Source: an optimization exercise on an open RTL-to-GDS flow (aim: a short achievable clock period and few clock cycles per item). Production flows keep margins and buffers that such runs may drop. The RTL was checked by simulation tests, not by an equivalence proof against the original design. No driver is modelled on the clock port, so clocking that relies on it looks cheaper here than on a real chip. Power and IR drop assume default switching activity.

File: config.mk
export PLATFORM = sky130hd
export DESIGN_NAME = rtype_exec_unit
export DESIGN_NICKNAME = rtype_exec_unit
export VERILOG_FILES = /design/flow/design.v
export SDC_FILE = /design/flow/constraint.sdc
export NUM_CORES = 8
export LEC_CHECK = 0
export ABC_AREA = 1
export CAP_MARGIN = 20
export CORE_MARGIN = 2
export CORE_UTILIZATION = 25
export PLACE_DENSITY = 0.35
export SETUP_SLACK_MARGIN = 5
export SLEW_MARGIN = 20
File: run.sh
#!/bin/bash
# synth_recipe.tcl (not shown) runs the flow's synth.tcl, then flattens the netlist and writes it again
# the make line also repeats each setting of config.mk as NAME=value (left out here)
make -C /OpenROAD-flow-scripts/flow DESIGN_CONFIG=/design/flow/config.mk WORK_HOME=/design/flow/orfs CLKGATE_MAP_FILE= SYNTH_SCRIPT=/design/flow/synth_recipe.tcl finish
File: constraint.sdc
create_clock -name core_clock -period 8.0 [get_ports {clk}]
set_input_delay 1.6000 -clock core_clock [delete_from_list [all_inputs] [get_ports {clk}]]
set_output_delay 1.6000 -clock core_clock [all_outputs]
set_load 0.01 [all_outputs]
File: design.v
package rtype_pkg;
    localparam logic [6:0] OPC_RTYPE = 7'b0110011;
    localparam logic [6:0] F7_BASE   = 7'h00;
    localparam logic [6:0] F7_ALT    = 7'h20;
    localparam int C_ADD  = 0;   
    localparam int C_INV  = 1;   
    localparam int C_SLT  = 2;
    localparam int C_SLTU = 3;
    localparam int C_SR   = 4;   
    localparam int C_SRA  = 5;   
    localparam int C_SLL  = 6;   
    localparam int C_XOR  = 7;
    localparam int C_OR   = 8;
    localparam int C_AND  = 9;
    localparam int C_SUB  = 10;  
    function automatic logic rtype_legal(input logic [31:0] ins);
        rtype_legal = ins[6:0] == OPC_RTYPE &&
               (ins[31:25] == F7_BASE ||
                (ins[31:25] == F7_ALT && (ins[14:12] == 3'b000 || ins[14:12] == 3'b101)));
    endfunction
    function automatic logic [10:0] rtype_ctl(input logic [2:0] f3, input logic alt);
        rtype_ctl = '0;
        case (f3)
            3'b000: begin
                rtype_ctl[C_ADD] = !alt;
                rtype_ctl[C_SUB] = alt;
                rtype_ctl[C_INV] = alt;
            end
            3'b001:  rtype_ctl[C_SLL] = 1'b1;
            3'b010: begin
                rtype_ctl[C_SLT] = 1'b1;
                rtype_ctl[C_INV] = 1'b1;
            end
            3'b011: begin
                rtype_ctl[C_SLTU] = 1'b1;
                rtype_ctl[C_INV]  = 1'b1;
            end
            3'b100:  rtype_ctl[C_XOR] = 1'b1;
            3'b101: begin
                rtype_ctl[C_SR]  = 1'b1;
                rtype_ctl[C_SRA] = alt;
            end
            3'b110:  rtype_ctl[C_OR] = 1'b1;
            default: rtype_ctl[C_AND] = 1'b1;
        endcase
    endfunction
    function automatic logic [31:0] rev32(input logic [31:0] x);
        for (int i = 0; i < 32; i++) rev32[i] = x[31 - i];
    endfunction
endpackage
module rtype_regfile #(
    parameter int XLEN = 32
) (
    input  logic            clk,
    input  logic            rst,
    input  logic [31:0]     a_sel,
    output logic [XLEN-1:0] a_data,
    input  logic [31:0]     b_sel,
    output logic [XLEN-1:0] b_data,
    input  logic [4:0]      d_addr,
    output logic [XLEN-1:0] d_data,
    input  logic            we,
    input  logic [4:0]      waddr,
    input  logic [XLEN-1:0] wdata
);
    logic [XLEN-1:0] rf [1:31];
    always_ff @(posedge clk or posedge rst) begin
        if (rst) begin
            for (int i = 1; i < 32; i++) rf[i] <= '0;
        end else if (we && waddr != '0) begin
            rf[waddr] <= wdata;
        end
    end
    always_comb begin
        a_data = '0;
        b_data = '0;
        for (int i = 1; i < 32; i++) begin
            a_data = a_data | ({XLEN{a_sel[i]}} & rf[i]);
            b_data = b_data | ({XLEN{b_sel[i]}} & rf[i]);
        end
    end
    assign d_data = d_addr == '0 ? '0 : rf[d_addr];
endmodule
import rtype_pkg::*;
module rtype_seq_ctrl
#(
    parameter int XLEN = 32
) (
    input  logic            clk,
    input  logic            rst,
    input  logic            instr_valid,
    output logic            instr_ready,
    input  logic [31:0]     instruction,
    input  logic            cfg_we,
    input  logic [4:0]      cfg_addr,
    input  logic [XLEN-1:0] cfg_wdata,
    output logic [XLEN-1:0] dbg_rdata,
    output logic [10:0]     alu_ctl,
    output logic [XLEN-1:0] alu_a,
    output logic [XLEN-1:0] alu_b,
    output logic [3:0]      alu_sh_lo,
    output logic [3:0]      alu_sh_mid,
    input  logic [XLEN-1:0] alu_y,
    output logic            wb_valid,
    input  logic            wb_ready,
    output logic [4:0]      wb_rd,
    output logic [XLEN-1:0] wb_data,
    output logic            illegal,
    output logic [15:0]     retired
);
    logic            s_v, d_v, e_v;
    logic [31:0]     s_ins, d_ins;
    logic [XLEN-1:0] e_a, e_b;
    logic [3:0]      e_sl, e_sm;     
    logic            e_wr;
    logic [4:0]      e_rd;
    logic [10:0]     e_ctl;
    logic            w_pend;
    logic [4:0]      w_rd;
    logic [XLEN-1:0] w_data;
    logic acc, in_legal, rdy_w, rdy_e, rdy_d;
    assign acc      = instr_valid && instr_ready;
    assign in_legal = rtype_pkg::rtype_legal(instruction);
    assign rdy_w    = !wb_valid || wb_ready;
    assign rdy_e    = !e_v || rdy_w;
    assign rdy_d    = !d_v || rdy_e;
    logic [4:0]      d_rs1, d_rs2, d_rd;
    logic [31:0]     d_oh1, d_oh2, n_oh1, n_oh2;
    logic [31:0]     n_ins;
    logic [XLEN-1:0] rf_a, rf_b, dbg_d, d_a, d_b;
    logic            d_fa, d_fb;
    logic [10:0]     d_ctl;
    logic            rf_we;
    logic [4:0]      rf_wa;
    logic [XLEN-1:0] rf_wd;
    assign d_rs1 = d_ins[19:15];
    assign d_rs2 = d_ins[24:20];
    assign d_rd  = d_ins[11:7];
    assign n_ins = s_v ? s_ins : instruction;
    assign n_oh1 = 32'd1 << n_ins[19:15];
    assign n_oh2 = 32'd1 << n_ins[24:20];
    assign rf_we = w_pend || cfg_we;
    assign rf_wa = w_pend ? w_rd : cfg_addr;
    assign rf_wd = w_pend ? w_data : cfg_wdata;
    rtype_regfile #(.XLEN(XLEN)) u_rf (
        .clk    (clk),
        .rst    (rst),
        .a_sel  (d_oh1),
        .a_data (rf_a),
        .b_sel  (d_oh2),
        .b_data (rf_b),
        .d_addr (cfg_addr),
        .d_data (dbg_d),
        .we     (rf_we),
        .waddr  (rf_wa),
        .wdata  (rf_wd)
    );
    assign d_a  = (w_pend && w_rd == d_rs1) ? w_data : rf_a;
    assign d_b  = (w_pend && w_rd == d_rs2) ? w_data : rf_b;
    assign d_fa = e_v && e_wr && e_rd == d_rs1;
    assign d_fb = e_v && e_wr && e_rd == d_rs2;
    assign d_ctl = rtype_pkg::rtype_ctl(d_ins[14:12], d_ins[30]);
    logic            hold_e, fa_n, fa_r, fa_i, fb;
    logic [XLEN-1:0] d_ac, e_a_nx, e_b_nx, wb_data_nx;
    logic [3:0]      e_sl_nx, e_sm_nx;
    assign hold_e = !rdy_e;
    assign fa_n   = rdy_e && d_fa && !d_ctl[C_SLL] && !d_ctl[C_INV];
    assign fa_r   = rdy_e && d_fa && d_ctl[C_SLL];
    assign fa_i   = rdy_e && d_fa && !d_ctl[C_SLL] && d_ctl[C_INV];
    assign fb     = rdy_e && d_fb;
    assign d_ac   = d_ctl[C_SLL] ? rtype_pkg::rev32(d_a) : d_ctl[C_INV] ? ~d_a : d_a;
    assign e_a_nx = ({XLEN{hold_e}} & e_a)
                  | ({XLEN{fa_n}} & alu_y)
                  | ({XLEN{fa_r}} & rtype_pkg::rev32(alu_y))
                  | ({XLEN{fa_i}} & ~alu_y)
                  | ({XLEN{rdy_e && !d_fa}} & d_ac);
    assign e_b_nx = ({XLEN{hold_e}} & e_b)
                  | ({XLEN{fb}} & alu_y)
                  | ({XLEN{rdy_e && !d_fb}} & d_b);
    assign e_sl_nx = ({4{hold_e}} & e_sl)
                   | ({4{fb}} & (4'd1 << alu_y[1:0]))
                   | ({4{rdy_e && !d_fb}} & (4'd1 << d_b[1:0]));
    assign e_sm_nx = ({4{hold_e}} & e_sm)
                   | ({4{fb}} & (4'd1 << alu_y[3:2]))
                   | ({4{rdy_e && !d_fb}} & (4'd1 << d_b[3:2]));
    assign wb_data_nx = ({XLEN{!(rdy_w && e_v)}} & wb_data)
                      | ({XLEN{rdy_w && e_v}} & alu_y);
    assign alu_ctl = e_ctl;
    assign alu_a   = e_a;
    assign alu_b   = e_b;
    assign alu_sh_lo  = e_sl;
    assign alu_sh_mid = e_sm;
    always_ff @(posedge clk or posedge rst) begin
        if (rst) begin
            instr_ready <= 1'b0;
            s_v         <= 1'b0;
            d_v         <= 1'b0;
            e_v         <= 1'b0;
            e_wr        <= 1'b0;
            e_rd        <= '0;
            e_ctl       <= '0;
            w_pend      <= 1'b0;
            wb_valid    <= 1'b0;
            wb_rd       <= '0;
            illegal     <= 1'b0;
            retired     <= '0;
        end else begin
            illegal <= acc && !in_legal;
            if (rdy_d) begin
                d_v <= s_v || (acc && in_legal);
                s_v <= 1'b0;
            end else if (acc && in_legal) begin
                s_v <= 1'b1;
            end
            instr_ready <= !(rdy_d ? 1'b0 : (s_v || (acc && in_legal)));
            if (rdy_e) begin
                e_v   <= d_v;
                e_wr  <= d_rd != 5'd0;
                e_rd  <= d_rd;
                e_ctl <= d_ctl;
            end
            w_pend <= rdy_w && e_v && e_wr;
            if (rdy_w) begin
                wb_valid <= e_v;
                if (e_v) begin
                    wb_rd   <= e_rd;
                    retired <= retired + 16'd1;
                end
            end
        end
    end
    always_ff @(posedge clk) begin
        dbg_rdata <= dbg_d;
        if (!s_v) s_ins <= instruction;
        if (rdy_d) begin
            d_ins <= n_ins;
            d_oh1 <= n_oh1;
            d_oh2 <= n_oh2;
        end
        e_a     <= e_a_nx;
        e_b     <= e_b_nx;
        e_sl    <= e_sl_nx;
        e_sm    <= e_sm_nx;
        wb_data <= wb_data_nx;
        w_data  <= alu_y;
        w_rd   <= e_rd;
    end
endmodule
import rtype_pkg::*;
module rtype_alu
#(
    parameter int XLEN = 32
) (
    input  logic [10:0]     ctl,
    input  logic [XLEN-1:0] a,
    input  logic [XLEN-1:0] b,
    input  logic [3:0]      sh_lo,    
    input  logic [3:0]      sh_mid,   
    output logic [XLEN-1:0] y
);
    logic [XLEN-1:0] sr, lg;
    logic            cout, ltu, lt;
    logic [XLEN-1:0] p, g;
    logic [XLEN-1:0] gg [0:5];
    logic [XLEN-1:0] pp [0:5];
    assign p = a ^ b;
    assign g = a & b;
    always_comb begin
        gg[0] = g;
        pp[0] = p;
        for (int l = 0; l < 5; l++) begin
            for (int i = 0; i < XLEN; i++) begin
                if (l == 0 && i == 1) begin
                    gg[1][1] = g[1] | (((a[1] | b[1]) & a[0]) & b[0]);
                    pp[1][1] = pp[0][1] & pp[0][0];
                end else if (i >= (1 << l)) begin
                    gg[l+1][i] = gg[l][i] | (pp[l][i] & gg[l][i - (1 << l)]);
                    pp[l+1][i] = pp[l][i] & pp[l][i - (1 << l)];
                end else begin
                    gg[l+1][i] = gg[l][i];
                    pp[l+1][i] = pp[l][i];
                end
            end
        end
    end
    assign cout = gg[5][XLEN-1];
    assign ltu  = cout;
    assign lt   = (a[XLEN-1] == b[XLEN-1]) ? !a[XLEN-1] : ltu;
    logic            fill;
    logic [XLEN-1:0] s1, s2;
    assign fill = ctl[C_SRA] & a[XLEN-1];
    always_comb begin
        for (int i = 0; i < XLEN; i++) begin
            s1[i] = 1'b0;
            for (int k = 0; k < 4; k++)
                s1[i] = s1[i] | (sh_lo[k] & ((i + k < XLEN) ? a[i + k] : fill));
        end
        for (int i = 0; i < XLEN; i++) begin
            s2[i] = 1'b0;
            for (int k = 0; k < 4; k++)
                s2[i] = s2[i] | (sh_mid[k] & ((i + 4 * k < XLEN) ? s1[i + 4 * k] : fill));
        end
        for (int i = 0; i < XLEN; i++)
            sr[i] = b[4] ? ((i + 16 < XLEN) ? s2[i + 16] : fill) : s2[i];
    end
    assign lg = ({XLEN{ctl[C_XOR]}} & (a ^ b))
              | ({XLEN{ctl[C_OR]}}  & (a | b))
              | ({XLEN{ctl[C_AND]}} & (a & b));
    assign y = ({XLEN{ctl[C_ADD] | ctl[C_SUB]}} & ((p ^ {XLEN{ctl[C_SUB]}}) ^ {gg[5][XLEN-2:0], 1'b0}))
             | ({XLEN{ctl[C_SR]}}  & sr)
             | ({XLEN{ctl[C_SLL]}} & rtype_pkg::rev32(sr))
             | lg
             | {{(XLEN-1){1'b0}}, (ctl[C_SLT] & lt) | (ctl[C_SLTU] & ltu)};
endmodule
module rtype_exec_unit (
    input  logic        clk,
    input  logic        rst,
    input  logic        instr_valid,
    output logic        instr_ready,
    input  logic [31:0] instruction,
    input  logic        cfg_we,
    input  logic [4:0]  cfg_addr,
    input  logic [31:0] cfg_wdata,
    output logic [31:0] dbg_rdata,
    output logic        wb_valid,
    input  logic        wb_ready,
    output logic [4:0]  wb_rd,
    output logic [31:0] wb_data,
    output logic        illegal,
    output logic [15:0] retired
);
    logic [10:0] alu_ctl;
    logic [31:0] alu_a, alu_b, alu_y;
    logic [3:0]  alu_sh_lo, alu_sh_mid;
    rtype_seq_ctrl #(.XLEN(32)) u_ctrl (
        .clk         (clk),
        .rst         (rst),
        .instr_valid (instr_valid),
        .instr_ready (instr_ready),
        .instruction (instruction),
        .cfg_we      (cfg_we),
        .cfg_addr    (cfg_addr),
        .cfg_wdata   (cfg_wdata),
        .dbg_rdata   (dbg_rdata),
        .alu_ctl     (alu_ctl),
        .alu_a       (alu_a),
        .alu_b       (alu_b),
        .alu_sh_lo   (alu_sh_lo),
        .alu_sh_mid  (alu_sh_mid),
        .alu_y       (alu_y),
        .wb_valid    (wb_valid),
        .wb_ready    (wb_ready),
        .wb_rd       (wb_rd),
        .wb_data     (wb_data),
        .illegal     (illegal),
        .retired     (retired)
    );
    rtype_alu #(.XLEN(32)) u_alu (
        .ctl    (alu_ctl),
        .a      (alu_a),
        .b      (alu_b),
        .sh_lo  (alu_sh_lo),
        .sh_mid (alu_sh_mid),
        .y      (alu_y)
    );
endmodule
==> results.sh, run 1 <==
export IMPL_power_frac_seq_pct=41.9
export IMPL_synthArstFlopShare_pct=79.14
export IMPL_fmax_mhz=307.9
export IMPL_grt_antenna_before_repair=99
export IMPL_so_faults="antenna violations"
export IMPL_drtIter0Drc=17360
export IMPL_h_tree_depth=4
export IMPL_ys_seq_area_share_pct=42.80
export IMPL_clk_path_buf_depth=4
export IMPL_die_h_um=555.3
export IMPL_grt_usage_pct=38.56
export IMPL_regArea_um2=32630
export IMPL_end_kind="register"
export IMPL_drcViolationCount=0
export IMPL_path_clk_slew_ns=0.06
export IMPL_drv_slew=0
export IMPL_rows=202
export IMPL_hpwl_mm=375.1
export IMPL_synth_cells=11200
export IMPL_synth_top_area_share_pct=34.12
export IMPL_clockPowerShare_pct=36.8
export IMPL_yosysWarnings=6
export IMPL_ys_types=57
export IMPL_synthFlopType="dfrtp_1"
export IMPL_fin_util_pct=30.84
export IMPL_fin_crit_sh_pct=40.60
export IMPL_port_buffer_count=161
export IMPL_grt_pass1_vias=81770
export IMPL_switchingPower_uw=8820
export IMPL_cts_root_buffer="clkbuf_16"
export IMPL_clk_insertion_delay_late_ns=0.92
export IMPL_wl_per_cell_um=39.67
export IMPL_dp_worst_setup_slack_ns=1.794
export IMPL_ir_worst_vdd_uv=173.2
export IMPL_cts_buffers=177
export IMPL_post_route_min_period_ns=3.248
export IMPL_die_area_um2=308400
export IMPL_ys_seq_elements=1309
export IMPL_crit_type="register to register"
export IMPL_netlist_top_cells_count="nand2_1 (4,744), o21ai_0 (1,177), dfrtp_1 (1,036)"
export IMPL_maxCapViolCount=0
export IMPL_clock_skew_ns=0.06119
export IMPL_leakage_uw=0.04312
export IMPL_worstMarginPinSlew_ns=1.166
export IMPL_grt_max_degree=123
export IMPL_synth_largest_area_cell="dfrtp_1"
export IMPL_multi_input_area_um2=39720
export IMPL_synth_edf_count=113
export IMPL_start_util_pct=25.12
export IMPL_holdBufCountCts=0
export IMPL_cts_tree="done"
export IMPL_wl_mm=617.7
export IMPL_nNetsFinal=11490
export IMPL_boundaryPins=162
export IMPL_postSynthAreaPerCell_um2=6.787
export IMPL_clock_sinks=1309
export IMPL_cellPowerDensity_nw_per_um2=249.2
export IMPL_grt_pass1_wl_mm=798.0
export IMPL_fin_ws_ns=4.752
export IMPL_vias=91830
export IMPL_setup_viol=0
export IMPL_relSlewSlack_pct=22.13
export IMPL_grt_overflow_total=0
export IMPL_yosys_top_cells_area="dfrtp_1 (34%), nand2_1 (23%), o21ai_0 (7.8%)"
export IMPL_dp_cells=14950
export IMPL_startpoint_type="register"
export IMPL_fp_dieW_um=555.3
export IMPL_ant_nets=1
export IMPL_required_ns=8.82
export IMPL_vias_per_cell=5.898
export IMPL_hold_class="register to register"
export IMPL_nFillCells=32970
export IMPL_arrival_ns=4.07
export IMPL_place_congestion=0.9834
export IMPL_sw_frac_of_total_pct=37.93
export IMPL_rsz0062_at_grt="yes"
export IMPL_dr_pass1_iters=9
export IMPL_final_cells=15570
export IMPL_worstPathMaxFanout=22
export IMPL_syn_to_final_growth_pct=22.80
export IMPL_outcome="failed layout checks"
export IMPL_synth_net_count=11330
export IMPL_syn_area_um2=75980
export IMPL_p_int_uw=14440
export IMPL_core_area_um2=302500
export IMPL_drive_gt1_share_pct=10.47
export IMPL_p_comb_share_pct=21.3
export IMPL_synth_most_common_cell="nand2_1"
export IMPL_hold_viol=0
-- critical path, stage by stage, from the launching register on --
cell and delay, ns:
edfxtp_1 0.34, buf_6 0.49, clkinvlp_4 0.50, buf_6 0.38
o22ai_1 0.23, nor2_1 0.07, nand2_1 0.07, nor2_1 0.05
nand3_1 0.53, nand2_1 0.26, nand3_1 0.16
-- registers in the layout, indices dropped and copies added, names as in the netlist, 4 cells and up, named ones only --
register,flops
u_ctrl.d_ins,19
u_ctrl.retired,16
u_ctrl.dbg_rdata,32
u_ctrl.d_oh1,31
u_ctrl.e_b,32
u_ctrl.d_oh2,31
u_ctrl.w_data,32
u_ctrl.w_rd,5
u_ctrl.e_sl,4
u_ctrl.s_ins,19
u_ctrl.u_rf.rf,992
u_ctrl.e_rd,5
u_ctrl.wb_rd,5
u_ctrl.e_ctl,10
u_ctrl.e_sm,4
u_ctrl.e_a,32
-- per-layer routing --
metal	vias up	share of wire, %	track usage [%]
li1	36810	-	-
met1	44710	41	51.52
met2	8190	38	51.10
met3	2084	13	14.22
met4	35	8.1	25.59
met5	-	0.057	0.1875
-- final timing paths --
check                                     start                     end  slack, ns  cells after the start
worst max-delay path            u_ctrl.d_oh2[2]          u_ctrl.e_b[27]       4.75                     10
worst min-delay path             u_ctrl.e_rd[1]          u_ctrl.w_rd[1]       0.41                      0
worst max register to register  u_ctrl.d_oh2[2]          u_ctrl.e_b[27]       4.75                     10
worst min register to register   u_ctrl.e_rd[1]          u_ctrl.w_rd[1]       0.41                      0
max in group asynchronous                   rst  u_ctrl.u_rf.rf[23][30]       5.19                      4
min in group asynchronous                   rst  u_ctrl.u_rf.rf[11][17]       1.22                      2
-- final cells by class --
| cell class | instances | share of cell area [%] |
|---|---|---|
| Multi-Input combinational cell | 8514 | 42.57 |
| Sequential cell | 1309 | 34.97 |
| Timing Repair Buffer | 607 | 6.862 |
| Clock buffer | 255 | 5.593 |
| Tap cell | 3978 | 5.334 |
| Inverter | 732 | 3.469 |
| Clock inverter | 62 | 0.8408 |
| Antenna cell | 103 | 0.2762 |
| Timing Repair inverter | 10 | 0.08046 |
-- placed cells by master, fill, tap and decap left out, types with 34 or more instances in the layout --
| cell type | n |
|---|---|
| edfxtp_1 | 113 |
| clkinvlp_4 | 47 |
| buf_4 | 280 |
| nor2_1 | 909 |
| buf_2 | 46 |
| clkdlybuf4s50_1 | 66 |
| o21ai_1 | 94 |
| a22o_1 | 64 |
| clkbuf_1 | 34 |
| o22ai_1 | 73 |
| clkbuf_8 | 41 |
| a22oi_1 | 37 |
| ha_1 | 56 |
| clkbuf_16 | 182 |
| diode_2 | 103 |
| dfrtp_1 | 1032 |
| dfxtp_1 | 116 |
| o2111ai_1 | 48 |
| a221oi_1 | 178 |
| a211oi_1 | 37 |
| buf_12 | 60 |
| inv_1 | 643 |
| buf_6 | 103 |
| nand4_1 | 190 |
| nand2_2 | 40 |
| nand3_1 | 367 |
| o21ai_0 | 1172 |
| a21oi_1 | 217 |
| nand2_1 | 4667 |
| nand2_8 | 43 |
-- logic make-up after synthesis --
group                      count (synthesis)  share of synthesized area, %
AOI/OAI and AO/OA                       1993                         15.14
buffers and inverters                   1392                         7.145
xor gates and xnor gates                  46                        0.5302
and+or+nand+nor                         6390                         33.32
adders and majority gates                 65                         1.070
DFF                                     1309                         42.80
-- power by group through the flow --
stage / Combinational [µW] / Sequential, µW / Clock [µW]
finish: 4940 / 9750 / 8560
CTS: 4710 / 9620 / 8640
floorplan: 2630 / 8910 / 0
detailed placement: 4490 / 9710 / 0
global route: 5320 / 9800 / 8890
global placement: 4450 / 9730 / 0
-- stage by stage --
stage | instance area [µm²] | setup TNS (ns) | hold WS (ns) | power, µW
6_report | 93310 | 0 | 0.4148 | 23260
5_1_grt | 93070 | 0 | 0.4323 | 24010
4_1_cts | 91930 | 0 | 0.4218 | 22970
3_5_place_dp | 82580 | 0 | 0.4027 | 14200
3_3_place_gp | 82520 | 0 | 0.4168 | 14180
2_1_floorplan | 76100 | -8165.53 | 0.3825 | 11550
-- repair_timing --
action | CTS | global route
setup buffers | 115 | 45
pin swaps | 42 | 20
gates cloned | 36 | 6
endpoints found under the setup margin | 1401 | 383
resized for setup | 902 | 171
Testbench counts, summed over its fixed seeds: cycles 3,224, items 3,200.
==> inputs of run 2 (changes only) <==
--- a/design.v
+++ b/design.v
@@ -112,2 +112,3 @@
     logic [31:0]     s_ins, d_ins;
+    logic [31:0]     d_oh1, d_oh2;   
     logic [XLEN-1:0] e_a, e_b;
@@ -120,3 +121,3 @@
     logic [XLEN-1:0] w_data;
-    logic acc, in_legal, rdy_w, rdy_e, rdy_d;
+    logic acc, in_legal, rdy_w, rdy_e, rdy_d, stall_w, hold_d, done_e;
     assign acc      = instr_valid && instr_ready;
@@ -126,11 +127,10 @@
     assign rdy_d    = !d_v || rdy_e;
+    assign stall_w  = wb_valid && !wb_ready;          
+    assign hold_d   = d_v && e_v && stall_w;          
+    assign done_e   = e_v && rdy_w;                   
     logic [4:0]      d_rs1, d_rs2, d_rd;
-    logic [31:0]     d_oh1, d_oh2, n_oh1, n_oh2;
-    logic [31:0]     n_ins;
-    logic [XLEN-1:0] rf_a, rf_b, dbg_d, d_a, d_b;
+    logic [31:0]     n_ins, n_oh1, n_oh2;
+    logic [XLEN-1:0] rf_a, rf_b, rf_d, d_a, d_b;
     logic            d_fa, d_fb;
     logic [10:0]     d_ctl;
-    logic            rf_we;
-    logic [4:0]      rf_wa;
-    logic [XLEN-1:0] rf_wd;
     assign d_rs1 = d_ins[19:15];
@@ -141,5 +141,2 @@
     assign n_oh2 = 32'd1 << n_ins[24:20];
-    assign rf_we = w_pend || cfg_we;
-    assign rf_wa = w_pend ? w_rd : cfg_addr;
-    assign rf_wd = w_pend ? w_data : cfg_wdata;
     rtype_regfile #(.XLEN(XLEN)) u_rf (
@@ -152,6 +149,6 @@
         .d_addr (cfg_addr),
-        .d_data (dbg_d),
-        .we     (rf_we),
-        .waddr  (rf_wa),
-        .wdata  (rf_wd)
+        .d_data (rf_d),
+        .we     (w_pend),
+        .waddr  (w_rd),
+        .wdata  (w_data)
     );
@@ -163,3 +160,3 @@
     logic            hold_e, fa_n, fa_r, fa_i, fb;
-    logic [XLEN-1:0] d_ac, e_a_nx, e_b_nx, wb_data_nx;
+    logic [XLEN-1:0] d_ac, e_a_nx, e_b_nx;
     logic [3:0]      e_sl_nx, e_sm_nx;
@@ -185,7 +182,5 @@
                    | ({4{rdy_e && !d_fb}} & (4'd1 << d_b[3:2]));
-    assign wb_data_nx = ({XLEN{!(rdy_w && e_v)}} & wb_data)
-                      | ({XLEN{rdy_w && e_v}} & alu_y);
-    assign alu_ctl = e_ctl;
-    assign alu_a   = e_a;
-    assign alu_b   = e_b;
+    assign alu_ctl    = e_ctl;
+    assign alu_a      = e_a;
+    assign alu_b      = e_b;
     assign alu_sh_lo  = e_sl;
@@ -221,10 +216,6 @@
             end
-            w_pend <= rdy_w && e_v && e_wr;
-            if (rdy_w) begin
-                wb_valid <= e_v;
-                if (e_v) begin
-                    wb_rd   <= e_rd;
-                    retired <= retired + 16'd1;
-                end
-            end
+            if (rdy_w) wb_valid <= e_v;
+            wb_rd <= ({5{done_e}} & e_rd) | ({5{stall_w}} & wb_rd);
+            if (done_e) retired <= retired + 16'd1;
+            w_pend <= (cfg_we && cfg_addr != 5'd0) || (done_e && e_wr);
         end
@@ -232,9 +223,7 @@
     always_ff @(posedge clk) begin
-        dbg_rdata <= dbg_d;
+        dbg_rdata <= (w_pend && w_rd == cfg_addr) ? w_data : rf_d;
         if (!s_v) s_ins <= instruction;
-        if (rdy_d) begin
-            d_ins <= n_ins;
-            d_oh1 <= n_oh1;
-            d_oh2 <= n_oh2;
-        end
+        d_ins   <= ({32{rdy_d}} & n_ins) | ({32{hold_d}} & d_ins);
+        d_oh1   <= ({32{rdy_d}} & n_oh1) | ({32{hold_d}} & d_oh1);
+        d_oh2   <= ({32{rdy_d}} & n_oh2) | ({32{hold_d}} & d_oh2);
         e_a     <= e_a_nx;
@@ -243,5 +232,5 @@
         e_sm    <= e_sm_nx;
-        wb_data <= wb_data_nx;
-        w_data  <= alu_y;
-        w_rd   <= e_rd;
+        wb_data <= ({XLEN{done_e}} & alu_y) | ({XLEN{stall_w}} & wb_data);
+        w_data  <= cfg_we ? cfg_wdata : alu_y;
+        w_rd    <= cfg_we ? cfg_addr : e_rd;
     end
==> flow/run.sh (new file) <==
#!/bin/bash
# Own layout flow: the standard ORFS flow (standard.sh, unchanged synthesis) with
#  - plain sky130_fd_sc_hd__buf_4 port buffers instead of buffer_ports' default delay cells,
#  - extra setup-repair passes after CTS (post_cts.tcl),
#  - antenna repair with a ratio margin after global routing (post_grt.tcl),
#  - a last antenna check-and-repair loop after detailed routing (post_drt.tcl).
# make's output goes to run_make.log; each ORFS step keeps its own log under orfs/logs/.
set -euo pipefail
W=$(pwd)
F="$W/flow"
bash "$W/standard.sh" \
  "BUFFER_PORTS_ARGS=-buffer_cell sky130_fd_sc_hd__buf_4" \
  "POST_CTS_TCL=$F/post_cts.tcl" \
  "POST_GLOBAL_ROUTE_TCL=$F/post_grt.tcl" \
  "POST_DETAIL_ROUTE_TCL=$F/post_drt.tcl" \
  finish > "$W/run_make.log" 2>&1
==> flow/post_cts.tcl (new file) <==
# After CTS: further setup repair at rising margins (the period stays the design's), then
# legalise the placement again.
estimate_parasitics -placement
foreach m {4.0 4.5 5.0 5.5} {
  puts "post_cts: repair_timing -setup -setup_margin $m"
  repair_timing -setup -setup_margin $m -repair_tns 100
  estimate_parasitics -placement
  report_worst_slack -max
}
detailed_placement
check_placement -verbose
estimate_parasitics -placement
report_worst_slack -max
report_worst_slack -min
==> flow/post_drt.tcl (new file) <==
# After detailed routing and ORFS's own antenna loop: while antenna violations remain, repair
# them with a ratio margin and route again.
set post_drt_iter 0
while { [check_antennas] > 0 && $post_drt_iter < 6 } {
  incr post_drt_iter
  puts "post_drt: antenna repair round $post_drt_iter"
  repair_antennas -ratio_margin [expr {10 * $post_drt_iter}]
  detailed_route {*}$::all_args
}
puts "post_drt: antenna violations left [check_antennas]"
==> flow/post_grt.tcl (new file) <==
# After global routing: antenna repair again, aiming 20% below the rule ratios, so that few
# violations are left for the repair after detailed routing.
puts "post_grt: repair_antennas -ratio_margin 20"
repair_antennas -iterations 5 -ratio_margin 20
check_placement -verbose
estimate_parasitics -global_routing
==> standard.sh (new file) <==
#!/bin/bash
# synth_recipe.tcl (not shown) runs the flow's synth.tcl, then flattens the netlist and writes it again
# the make line also repeats each setting of config.mk as NAME=value (left out here)
make -C /OpenROAD-flow-scripts/flow DESIGN_CONFIG=/design/flow/config.mk WORK_HOME=/design/flow/orfs CLKGATE_MAP_FILE= SYNTH_SCRIPT=/design/flow/synth_recipe.tcl "${@:-finish}"
--- a/config.mk
+++ b/config.mk
@@ -10,4 +10,4 @@
 export CORE_MARGIN = 2
-export CORE_UTILIZATION = 25
-export PLACE_DENSITY = 0.35
+export CORE_UTILIZATION = 35
+export PLACE_DENSITY = 0.5
 export SETUP_SLACK_MARGIN = 5
removed: run.sh
==> run 2 against run 1 <==
  * Now clean on timing, DRC and antenna
  * Synthesized cell count rose by 2.7%
  * Clock skew fell by 0.016 ns
  * Setup slack gained 0.21 ns
  * Clock-buffer cell count fell by 30
  * Global-route usage up 14 points
  * Register-to-register slack better by 0.25 ns
  * Critical path type is now register to output pin
  * Critical endpoint is now wb_valid
==> results.sh, run 2 <==
export IMPL_postSynthAreaPerCell_um2=6.652
export IMPL_cp_endpoint="wb_valid"
export IMPL_worstMarginPinSlew_ns=1.135
export IMPL_hold_class="register to register"
export IMPL_syn_to_final_growth_pct=23.18
export IMPL_syn_area_um2=76480
export IMPL_synth_top_family_by_area="simple AND/OR/NAND/NOR gates"
export IMPL_power_uw=25680
export IMPL_hold_viol=0
export IMPL_ys_seq_area_share_pct=41.05
export IMPL_cp_cell_sequence="buf_6"
export IMPL_nFillCells=22590
export IMPL_crit_cells=1
export IMPL_cts_tree="done"
export IMPL_worstPathMaxFanout=2
export IMPL_fin_ws_ns=4.966
export IMPL_yosysWarnings=6
export IMPL_dr_pass1_iters=16
export IMPL_setup_viol=0
export IMPL_netlist_top_cells_count="nand2_1 (4,784), o21ai_0 (1,331), dfrtp_1 (1,036)"
export IMPL_cp_slowest_cell="dfrtp_1"
export IMPL_r2r_end="u_ctrl.e_b[30]"
export IMPL_startpoint_type="register"
export IMPL_layout_common_cells="nand2_1 (4,695), o21ai_0 (1,321), dfrtp_1 (1,032)"
export IMPL_grt_antenna_before_repair=101
export IMPL_required_ns=6.40
export IMPL_drtIter0Drc=21400
export IMPL_nNetsFinal=11790
export IMPL_critPathBufInv=1
export IMPL_regArea_um2=31800
export IMPL_boundaryPins=162
export IMPL_path_clk_slew_ns=0.07
export IMPL_core_area_um2=217200
export IMPL_ys_types=59
export IMPL_drcViolationCount=0
export IMPL_layout_commonest_cell="nand2_1"
export IMPL_grt_pass1_wl_mm=784.5
export IMPL_post_route_min_period_ns=3.034
export IMPL_whs_ns=0.4508
export IMPL_wl_mm=598.6
export IMPL_leakage_uw=0.04405
export IMPL_rows=171
export IMPL_synthArstFlopShare_pct=79.14
export IMPL_maxCapViolCount=0
export IMPL_synthXorXnorAreaFrac_pct=0.5497
export IMPL_largest_reg_flops=992
export IMPL_vias_per_cell=6.540
export IMPL_synthAdderAreaFrac_pct=1.063
export IMPL_drive_gt1_share_pct=13.31
export IMPL_die_area_um2=222300
export IMPL_hpwl_mm=370.2
export IMPL_yosys_top_cells_area="dfrtp_1 (34%), nand2_1 (23%), o21ai_0 (8.7%)"
export IMPL_outcome="no timing/DRC/antenna violations"
export IMPL_ir_worst_vdd_uv=268.2
export IMPL_clock_skew_ns=0.04477
export IMPL_fin_crit_sh_pct=37.93
export IMPL_synth_most_common_cell="nand2_1"
export IMPL_fp_dieW_um=471.4
export IMPL_port_buffer_count=161
export IMPL_clock_sinks=1309
export IMPL_synth_net_count=11640
export IMPL_synth_edf_count=0
export IMPL_crit_start="u_ctrl.wb_valid"
export IMPL_synthSimpleGateAreaFrac_pct=33.58
export IMPL_reg2reg_depth=8
export IMPL_path_delay_family="flip-flops"
export IMPL_synth_compound_area_share_pct=16.02
export IMPL_grt_overflow_total=0
export IMPL_start_util_pct=35.22
export IMPL_crit_type="register to output pin"
export IMPL_synth_top_area_share_pct=33.90
export IMPL_synthMuxAreaShare_pct=0.02618
export IMPL_reg2reg_slack_ns=5.00
export IMPL_arrival_ns=1.43
export IMPL_relSlewSlack_pct=23.83
export IMPL_slowest_delay_ns=0.42
export IMPL_fmax_mhz=329.6
export IMPL_rr_startpoint="u_ctrl.d_oh2[24]"
export IMPL_fin_setup_tns_ns=0
export IMPL_die_h_um=471.4
export IMPL_grt_usage_pct=52.22
export IMPL_synthFlopType="dfrtp_1"
export IMPL_ys_seq_elements=1309
export IMPL_end_kind="output pin"
export IMPL_cellPowerDensity_nw_per_um2=272.6
export IMPL_wl_per_cell_um=40.50
export IMPL_place_congestion=1.074
export IMPL_multi_input_area_um2=41410
export IMPL_drv_slew=0
export IMPL_synth_cells=11500
export IMPL_vias=96660
export IMPL_synth_largest_area_cell="dfrtp_1"
export IMPL_dp_worst_setup_slack_ns=2.954
export IMPL_grt_max_degree=146
export IMPL_ant_nets=0
export IMPL_grt_pass1_vias=84210
export IMPL_clk_insertion_delay_late_ns=0.89
export IMPL_top_register="u_ctrl.u_rf.rf"
## run 2: changes by cell type after synthesis, moves of 26 or more
cell      previous run  this run
o21ai_0           1177      1331
dfxtp_1            160       273
edfxtp_1           113         0
o22ai_1             73       164
o21ai_1             97        27
nand2_1           4744      4784
inv_1              693       726
a21oi_1            226       200
## run 2: cell families (layout without fill, tap and decap cells)
family | after synthesis | count (layout)
adders and majority gates | 65 | 65
muxes | 2 | 2
and+or+nand+nor | 6455 | 6459
AOI/OAI and AO/OA | 2131 | 2131
buffers and inverters | 1487 | 1773
DFF | 1309 | 1309
xor gates and xnor gates | 48 | 48
other | 0 | 139
## run 2: area by class of cell
type / instances / share of cell area [%]
Sequential cell: 1309 / 33.76
Clock inverter: 76 / 0.8341
Multi-Input combinational cell: 8705 / 43.96
Inverter: 782 / 3.622
Timing Repair Buffer: 688 / 8.734
Clock buffer: 225 / 4.910
Antenna cell: 139 / 0.3692
Timing Repair inverter: 2 / 0.01727
Tap cell: 2854 / 3.791
## run 2: per-stage QoR
step	util (%)	area [µm²]	cells
after floorplan	-	76480	11500
after global placement	37.11	80600	14040
after detailed placement	37.13	80620	14050
final	43.38	94200	14780
## run 2: report_power, final
part	total, µW	internal, µW	switching [µW]
combinational	7020	2130	4900
clock	7770	4310	3460
sequential	10900	8240	2650
## run 2: how the worst min path moves through the flow
stage                     startpoint                   to  depth (start not counted)
global placement    u_ctrl.s_ins[11]     u_ctrl.s_ins[11]                          2
detailed placement  u_ctrl.s_ins[12]     u_ctrl.s_ins[12]                          2
finish              u_ctrl.w_data[6]  u_ctrl.dbg_rdata[6]                          2
floorplan            u_ctrl.s_ins[9]      u_ctrl.s_ins[9]                          2
## run 2: routing by layer
layer  global-route usage [%]  vias to the layer above  share of wire (%)
met4                    39.77                       66                 10
li1                         -                    37760                  -
met1                    64.10                    46000                 36
met2                    68.82                     9829                 38
met5                    4.175                        -               0.28
met3                    25.58                     3001                 16
## run 2: worst min-delay path, cell delays in order, from the launching register on
cell,delay (ns)
dfxtp_1,0.33
nand2_1,0.07
nand2_1,0.04
Testbench counts of run 2, summed over its fixed seeds: cycles 3,224, items 3,200.
==> inputs of run 3 (changes only) <==
--- a/design.v
+++ b/design.v
@@ -56,4 +56,6 @@
     input  logic [31:0]     a_sel,
+    input  logic [31:0]     a_sel_hi,
     output logic [XLEN-1:0] a_data,
     input  logic [31:0]     b_sel,
+    input  logic [31:0]     b_sel_hi,
     output logic [XLEN-1:0] b_data,
@@ -77,4 +79,4 @@
         for (int i = 1; i < 32; i++) begin
-            a_data = a_data | ({XLEN{a_sel[i]}} & rf[i]);
-            b_data = b_data | ({XLEN{b_sel[i]}} & rf[i]);
+            a_data = a_data | ({{(XLEN-XLEN/2){a_sel_hi[i]}}, {(XLEN/2){a_sel[i]}}} & rf[i]);
+            b_data = b_data | ({{(XLEN-XLEN/2){b_sel_hi[i]}}, {(XLEN/2){b_sel[i]}}} & rf[i]);
         end
@@ -113,2 +115,3 @@
     logic [31:0]     d_oh1, d_oh2;   
+    logic [31:0]     d_oh1h, d_oh2h;  
     logic [XLEN-1:0] e_a, e_b;
@@ -131,3 +134,3 @@
     logic [4:0]      d_rs1, d_rs2, d_rd;
-    logic [31:0]     n_ins, n_oh1, n_oh2;
+    logic [31:0]     n_ins, n_oh1, n_oh2, n_oh1h, n_oh2h;
     logic [XLEN-1:0] rf_a, rf_b, rf_d, d_a, d_b;
@@ -141,2 +144,8 @@
     assign n_oh2 = 32'd1 << n_ins[24:20];
+    always_comb begin
+        for (int k = 0; k < 32; k++) begin
+            n_oh1h[k] = n_ins[19:15] == 5'(k);
+            n_oh2h[k] = n_ins[24:20] == 5'(k);
+        end
+    end
     rtype_regfile #(.XLEN(XLEN)) u_rf (
@@ -145,4 +154,6 @@
         .a_sel  (d_oh1),
+        .a_sel_hi (d_oh1h),
         .a_data (rf_a),
         .b_sel  (d_oh2),
+        .b_sel_hi (d_oh2h),
         .b_data (rf_b),
@@ -228,2 +239,4 @@
         d_oh2   <= ({32{rdy_d}} & n_oh2) | ({32{hold_d}} & d_oh2);
+        d_oh1h  <= ({32{rdy_d}} & n_oh1h) | ({32{hold_d}} & d_oh1h);
+        d_oh2h  <= ({32{rdy_d}} & n_oh2h) | ({32{hold_d}} & d_oh2h);
         e_a     <= e_a_nx;
--- a/flow/run.sh
+++ b/flow/run.sh
@@ -3,5 +3,6 @@
 #  - plain sky130_fd_sc_hd__buf_4 port buffers instead of buffer_ports' default delay cells,
-#  - extra setup-repair passes after CTS (post_cts.tcl),
+#  - plain inverters for ABC's low-power clock inverters and extra setup-repair passes
+#    after CTS (post_cts.tcl),
 #  - antenna repair with a ratio margin after global routing (post_grt.tcl),
-#  - a last antenna check-and-repair loop after detailed routing (post_drt.tcl).
+#  - more rounds of ORFS's antenna repair-and-route loop after detailed routing (post_drt.tcl).
 # make's output goes to run_make.log; each ORFS step keeps its own log under orfs/logs/.
--- a/flow/post_cts.tcl
+++ b/flow/post_cts.tcl
@@ -1,3 +1,10 @@
-# After CTS: further setup repair at rising margins (the period stays the design's), then
-# legalise the placement again.
+# After CTS: logic inverters mapped to low-power clock inverters become plain inverters, then
+# further setup repair at rising margins (the period stays the design's), then legalise the
+# placement again.
+foreach inst [get_cells *] {
+  if {[string match "sky130_fd_sc_hd__clkinvlp_*" [get_property $inst ref_name]] &&
+      [string match "_*" [get_full_name $inst]]} {
+    replace_cell $inst sky130_fd_sc_hd__inv_4
+  }
+}
 estimate_parasitics -placement
==> flow/post_drt.tcl (replaced) <==
# After detailed routing and ORFS's own antenna loop: while antenna violations remain, repair
# them again (as ORFS's loop does, without a ratio margin) and route again.
set post_drt_iter 0
while { [check_antennas] > 0 && $post_drt_iter < 6 } {
  incr post_drt_iter
  puts "post_drt: antenna repair round $post_drt_iter"
  repair_antennas
  detailed_route {*}$::all_args
}
puts "post_drt: antenna violations left [check_antennas]"
==> run 3 against run 2 <==
  * Still clean on timing, DRC and antenna
  * First-iteration DRC count down 7.7%
  * Register-to-register slack worse by 0.29 ns
  * Sequential power about the same
  * Utilization down 0.52 points
  * Non-clock buffer count down 10
  * Maximum frequency down 7.8%
  * Cell count up 2.2%
  * Die area up 1.9%
  * Worst hold slack worse by 0.0045 ns
  * Combinational power down 5.4%
  * Largest cell class unchanged
  * Largest power group unchanged
==> results.sh, run 3 <==
export IMPL_grt_pass1_wl_mm=765.5
export IMPL_syn_to_final_growth_pct=22.05
export IMPL_post_route_min_period_ns=3.290
export IMPL_core_area_um2=221900
export IMPL_fin_crit_sh_pct=41.12
export IMPL_syn_area_um2=77910
export IMPL_maxCapViolCount=0
export IMPL_fin_setup_tns_ns=0
export IMPL_place_congestion=1.061
export IMPL_worstMarginPinSlew_ns=1.285
export IMPL_synth_edf_count=0
export IMPL_grt_max_degree=138
export IMPL_nNetsFinal=12020
export IMPL_synth_top_area_share_pct=33.28
export IMPL_fin_ws_ns=4.710
export IMPL_leakage_uw=0.04455
export IMPL_reg2reg_depth=8
export IMPL_start_util_pct=35.11
export IMPL_reg2reg_slack_ns=4.71
export IMPL_cts_tree="done"
export IMPL_drv_slew=0
export IMPL_drive_gt1_share_pct=12.55
export IMPL_grt_antenna_before_repair=86
export IMPL_port_buffer_count=161
export IMPL_path_clk_slew_ns=0.06
export IMPL_ir_worst_vdd_uv=192.7
export IMPL_fp_dieW_um=475.8
export IMPL_startpoint_type="register"
export IMPL_ant_nets=0
export IMPL_hpwl_mm=353.9
export IMPL_end_kind="register"
export IMPL_power_uw=25770
export IMPL_boundaryPins=162
export IMPL_crit_type="register to register"
export IMPL_yosysWarnings=6
export IMPL_fmax_mhz=304.0
export IMPL_synthFlopType="dfrtp_1"
export IMPL_dr_pass1_iters=13
export IMPL_top_register="u_ctrl.u_rf.rf"
export IMPL_ys_types=51
export IMPL_largest_reg_flops=992
export IMPL_wl_mm=581.8
export IMPL_ys_seq_elements=1371
export IMPL_netlist_top_cells_count="nand2_1 (4,940), o21ai_0 (1,392), dfrtp_1 (1,036)"
export IMPL_grt_pass1_vias=84960
export IMPL_arrival_ns=3.98
export IMPL_worstPathMaxFanout=15
export IMPL_rows=173
export IMPL_layout_commonest_cell="nand2_1"
export IMPL_synth_net_count=11860
export IMPL_clock_skew_ns=0.05244
export IMPL_clk_insertion_delay_late_ns=0.87
export IMPL_postSynthAreaPerCell_um2=6.646
export IMPL_layout_common_cells="nand2_1 (4,851), o21ai_0 (1,378), dfrtp_1 (1,033)"
export IMPL_wl_per_cell_um=38.51
export IMPL_synthArstFlopShare_pct=75.57
export IMPL_grt_usage_pct=50.05
export IMPL_clock_sinks=1371
export IMPL_required_ns=8.69
export IMPL_vias_per_cell=6.437
export IMPL_fin_util_pct=42.86
export IMPL_drcViolationCount=0
export IMPL_die_area_um2=226400
export IMPL_rr_startpoint="u_ctrl.d_oh2[17]"
export IMPL_r2r_end="u_ctrl.e_b[6]"
export IMPL_synth_most_common_cell="nand2_1"
export IMPL_ys_seq_area_share_pct=41.88
export IMPL_die_h_um=475.8
export IMPL_cellPowerDensity_nw_per_um2=271.0
export IMPL_synth_largest_area_cell="dfrtp_1"
export IMPL_setup_viol=0
export IMPL_grt_overflow_total=0
export IMPL_dp_worst_setup_slack_ns=2.759
export IMPL_drtIter0Drc=19760
export IMPL_outcome="no timing/DRC/antenna violations"
export IMPL_synth_cells=11720
export IMPL_hold_class="register to register"
export IMPL_hold_depth=2
export IMPL_hold_viol=0
export IMPL_worst_hold_path_endpoint="u_ctrl.d_oh1h[20]"
export IMPL_hold_path_startpoint="u_ctrl.d_oh1h[20]"
export IMPL_relSlewSlack_pct=14.32
export IMPL_vias=97260
export IMPL_yosys_top_cells_area="dfrtp_1 (33%), nand2_1 (24%), o21ai_0 (8.9%)"
[run 3: changes by cell type after synthesis, sizes merged, moves of 13 or more]
| cell | previous run | this run |
|---|---|---|
| dfxtp | 273 | 335 |
| o22ai | 164 | 111 |
| nand2 | 4802 | 4949 |
| nand4 | 177 | 193 |
| inv | 772 | 802 |
| nor2 | 981 | 958 |
| buf | 202 | 110 |
| o21ai | 1361 | 1413 |
| clkbuf | 503 | 584 |
| nand3 | 411 | 398 |
| a221oi | 161 | 133 |
[run 3: worst max-delay path, stage by stage (launching register included)]
cell and delay [ns]:
dfxtp_4 0.52, inv_1 0.69, o21ai_0 0.22, nor2_1 0.17
nand2_1 0.07, nor2_1 0.14, nand3b_1 0.63, nand2_2 0.51
o211ai_1 0.13
[run 3: worst max path at each step]
stage / start / end / slack (ns) / cells past startpoint
floorplan: rst / u_ctrl.d_v / -7.88 / 1
global placement: cfg_addr[4] / u_ctrl.dbg_rdata[30] / 2.76 / 13
detailed placement: cfg_addr[4] / u_ctrl.dbg_rdata[16] / 2.76 / 11
finish: u_ctrl.d_oh2[17] / u_ctrl.e_b[6] / 4.71 / 8
[run 3: per-layer routing]
layer	global-route usage [%]	wire, µm	vias up
met5	2.857	791	-
met4	40.16	62120	51
met2	65.00	215400	9989
li1	-	-	38330
met3	26.47	96900	3162
met1	60.27	206600	45730
[run 3: power breakdown]
part           internal [µW]  switching, µW  total, µW
Combinational           1990           4650       6640
Sequential              8570           2570      11100
Clock                   4600           3390       7990
Total                  15200          10600      25800
[run 3: per-stage QoR]
step	cells	hold slack [ns]	area [µm²]
2_1_floorplan	11720	0.4223	78020
3_3_place_gp	14400	0.4304	82490
3_5_place_dp	14400	0.4315	82520
6_report	15110	0.4463	95090
[run 3: logic make-up (layout without fill, tap and decap cells)]
logic type,after synthesis,after routing,share of synthesized area [%]
other,0,121,0
DFF,1371,1371,41.88
and+or+nand+nor,6601,6605,33.52
buffers and inverters,1502,1789,7.407
xor gates and xnor gates,47,47,0.5284
adders and majority gates,65,65,1.044
AOI/OAI and AO/OA,2136,2136,15.62
[run 3: cell type report]
type	instances	area [µm²]
Clock buffer	247	4947
Tap cell	2975	3722
Timing Repair Buffer	678	7590
Fill cell	23080	126800
Inverter	808	3415
Antenna cell	121	302.8
Timing Repair inverter	1	7.507
Sequential cell	1371	33080
Multi-Input combinational cell	8853	41400
Clock inverter	55	629.4
Testbench counts of run 3, summed over its fixed seeds: cycles 3,224, items 3,200.
==> inputs of run 4 (changes only) <==
--- a/config.mk
+++ b/config.mk
@@ -10,4 +10,4 @@
 export CORE_MARGIN = 2
-export CORE_UTILIZATION = 35
-export PLACE_DENSITY = 0.5
+export CORE_UTILIZATION = 30
+export PLACE_DENSITY = 0.45
 export SETUP_SLACK_MARGIN = 5
==> run 4 against run 3 <==
  * Setup slack improved by 0.23 ns
  * Design area rose by 1.8%
  * First-iteration DRC count grew 1.5%
  * Clock power rose by 5.0%
  * Die area is 17% higher
  * Critical path type is now register to output pin
  * Largest cell class unchanged
  * Largest power group unchanged
==> results.sh, run 4 <==
export IMPL_wl_per_cell_um=39.98
export IMPL_synthArstFlopShare_pct=75.57
export IMPL_fmax_mhz=326.9
export IMPL_fin_crit_sh_pct=38.24
export IMPL_crit_type="register to output pin"
export IMPL_largest_reg_flops=992
export IMPL_layout_commonest_cell="nand2_1"
export IMPL_yosys_top_cells_area="dfrtp_1 (33%), nand2_1 (24%), o21ai_0 (8.9%)"
export IMPL_synth_largest_area_cell="dfrtp_1"
export IMPL_grt_pass1_wl_mm=817.0
export IMPL_hold_class="register to register"
export IMPL_postSynthAreaPerCell_um2=6.646
export IMPL_grt_overflow_total=0
export IMPL_fp_dieW_um=513.6
export IMPL_post_route_min_period_ns=3.059
export IMPL_ant_nets=0
export IMPL_leakage_uw=0.04516
export IMPL_synthFlopType="dfrtp_1"
export IMPL_synth_most_common_cell="nand2_1"
export IMPL_rows=187
export IMPL_placed_cell_area_um2=83350
export IMPL_clk_insertion_delay_late_ns=0.87
export IMPL_synth_top_area_share_pct=33.28
export IMPL_yosysWarnings=6
export IMPL_worstPathMaxFanout=1
export IMPL_vias_per_cell=6.267
export IMPL_clock_sinks=1371
export IMPL_design_area_um2=96780
export IMPL_ir_worst_vdd_uv=255.2
export IMPL_grt_antenna_before_repair=99
export IMPL_crit_cells=1
export IMPL_nNetsFinal=12080
export IMPL_drv_slew=0
export IMPL_hold_viol=0
export IMPL_hpwl_mm=378.7
export IMPL_power_uw=26550
export IMPL_relSlewSlack_pct=15.01
export IMPL_cellPowerDensity_nw_per_um2=274.4
export IMPL_cts_tree="done"
export IMPL_reg2reg_depth=7
export IMPL_nFillCells=27630
export IMPL_grt_usage_pct=45.93
export IMPL_synth_edf_count=0
export IMPL_startpoint_type="register"
export IMPL_syn_to_final_growth_pct=24.22
export IMPL_wl_mm=624.8
export IMPL_start_util_pct=30.08
export IMPL_syn_area_um2=77910
export IMPL_ys_seq_area_share_pct=41.88
export IMPL_layout_common_cells="nand2_1 (4,840), o21ai_0 (1,376), dfrtp_1 (1,034)"
export IMPL_multi_input_area_um2=41770
export IMPL_place_congestion=1.042
export IMPL_top_register="u_ctrl.u_rf.rf"
export IMPL_end_kind="output pin"
export IMPL_ys_types=51
export IMPL_outcome="no timing/DRC/antenna violations"
export IMPL_hold_depth=2
export IMPL_cp_cell_sequence="buf_6"
export IMPL_slowest_delay_ns=0.44
export IMPL_netlist_top_cells_count="nand2_1 (4,940), o21ai_0 (1,392), dfrtp_1 (1,036)"
export IMPL_path_delay_family="flip-flops"
export IMPL_clock_skew_ns=0.03866
export IMPL_required_ns=6.40
export IMPL_dr_pass1_iters=10
export IMPL_synth_net_count=11860
export IMPL_drtIter0Drc=20050
export IMPL_arrival_ns=1.46
export IMPL_port_buffer_count=161
export IMPL_drive_gt1_share_pct=13.61
export IMPL_grt_pass1_vias=86960
export IMPL_die_h_um=513.6
export IMPL_ys_seq_elements=1371
export IMPL_worstMarginPinSlew_ns=1.275
export IMPL_cp_slowest_cell="dfxtp_4"
export IMPL_die_area_um2=263800
export IMPL_maxCapViolCount=0
export IMPL_path_clk_slew_ns=0.06
export IMPL_boundaryPins=162
export IMPL_vias=97950
export IMPL_fin_setup_tns_ns=0
export IMPL_grt_max_degree=151
export IMPL_critPathBufInv=1
export IMPL_drcViolationCount=0
export IMPL_regArea_um2=33080
export IMPL_synth_cells=11720
export IMPL_core_area_um2=259000
export IMPL_setup_viol=0
-- run 4: worst register-to-register path: stages (launching register included) --
cell        delay [ns]
dfxtp_2           0.31
buf_4             0.47
clkinvlp_4        0.82
o2111ai_1         0.45
nor2_1            0.07
nand3b_1          0.41
nand2_1           0.25
o211ai_1          0.16
-- run 4: worst paths after layout --
| kind | start | to | slack, ns |
|---|---|---|---|
| worst min register to register | u_ctrl.wb_data[18] | u_ctrl.wb_data[18] | 0.46 |
| min in group asynchronous | rst | u_ctrl.u_rf.rf[10][31] | 0.79 |
| worst min-delay path | u_ctrl.wb_data[18] | u_ctrl.wb_data[18] | 0.46 |
| worst max register to register | u_ctrl.d_oh2h[24] | u_ctrl.e_b[19] | 5.00 |
| worst max-delay path | u_ctrl.dbg_rdata[13] | dbg_rdata[13] | 4.94 |
| max in group asynchronous | rst | u_ctrl.u_rf.rf[10][21] | 5.57 |
-- run 4: layout make-up --
type	count	area share, %
Timing Repair inverter	3	0.03361
Tap cell	3402	4.398
Clock inverter	64	0.8261
Timing Repair Buffer	729	8.243
Clock buffer	248	5.229
Antenna cell	147	0.3801
Inverter	808	3.549
Sequential cell	1371	34.18
Multi-Input combinational cell	8856	43.16
-- run 4: power breakdown --
part / internal, µW / total, µW / switching [µW] / leakage (µW)
clock: 4870 / 8390 / 3520 / 0.00286
combinational: 2070 / 6950 / 4880 / 0.0258
sequential: 8570 / 11200 / 2640 / 0.0165
total: 15500 / 26600 / 11000 / 0.0452
-- run 4: kinds of logic (layout without fill, tap and decap cells) --
group / count (synthesis) / after routing / share of synthesized area (%)
other: 0 / 147 / 0
flip-flops: 1371 / 1371 / 41.88
AO/OA/AOI/OAI: 2136 / 2136 / 15.62
adder cells (fa/ha/maj): 65 / 65 / 1.044
AND/OR/NAND/NOR: 6601 / 6608 / 33.52
buffers and inverters: 1502 / 1852 / 7.407
XOR/XNOR: 47 / 47 / 0.5284
-- run 4: layer usage --
metal	global-route usage [%]	vias up	part of all wire, %	wire (µm)
met5	2.064	-	0.21	1318
met4	36.60	74	9.9	61890
met3	20.85	2900	15	93270
met2	61.24	9386	38	237900
met1	56.23	47070	37	230500
li1	-	38510	-	-
-- run 4: per-stage QoR --
step / utilization (%) / setup slack (ns) / instances / hold WS, ns
global placement: 32.18 / 3.070 / 14860 / 0.4300
detailed placement: 32.18 / 3.008 / 14860 / 0.4360
floorplan: - / -7.882 / 11720 / 0.4223
finish: 37.37 / 4.941 / 15630 / 0.4562

-- afterwards: timing with drivers on the ports --
No port has a modelled driver above. Below, the same layouts with a new extraction and two added sets of constraints. Step 1 assumes that a clkbuf_16 drives the clock port and a buf_2 every other input. Step 2, shift: input delay + t, output delay - t, t = (earliest + latest rising clock arrival at the registers) / 2. This alone moves slack from input paths to output paths. Three values: no drivers, after step 1, after step 2; two values: the first two.
run | t, ns | setup WS [ns] | worst setup path after step 2 | worst data-port slew with drivers (ns)
run 1 | 0.995 | 4.752 / 4.752 / 3.863 | input to register | 0.20
run 2 | 0.971 | 4.966 / 4.859 / 4.160 | input to register | 0.41
run 3 | 0.958 | 4.710 / 4.710 / 4.072 | input to register | 0.31
run 4 | 0.959 | 4.941 / 4.840 / 4.218 | input to register | 0.35
The setup slack of run 1, which loses most, moves by 0.000 ns with the drivers and by -0.889 ns with both steps.
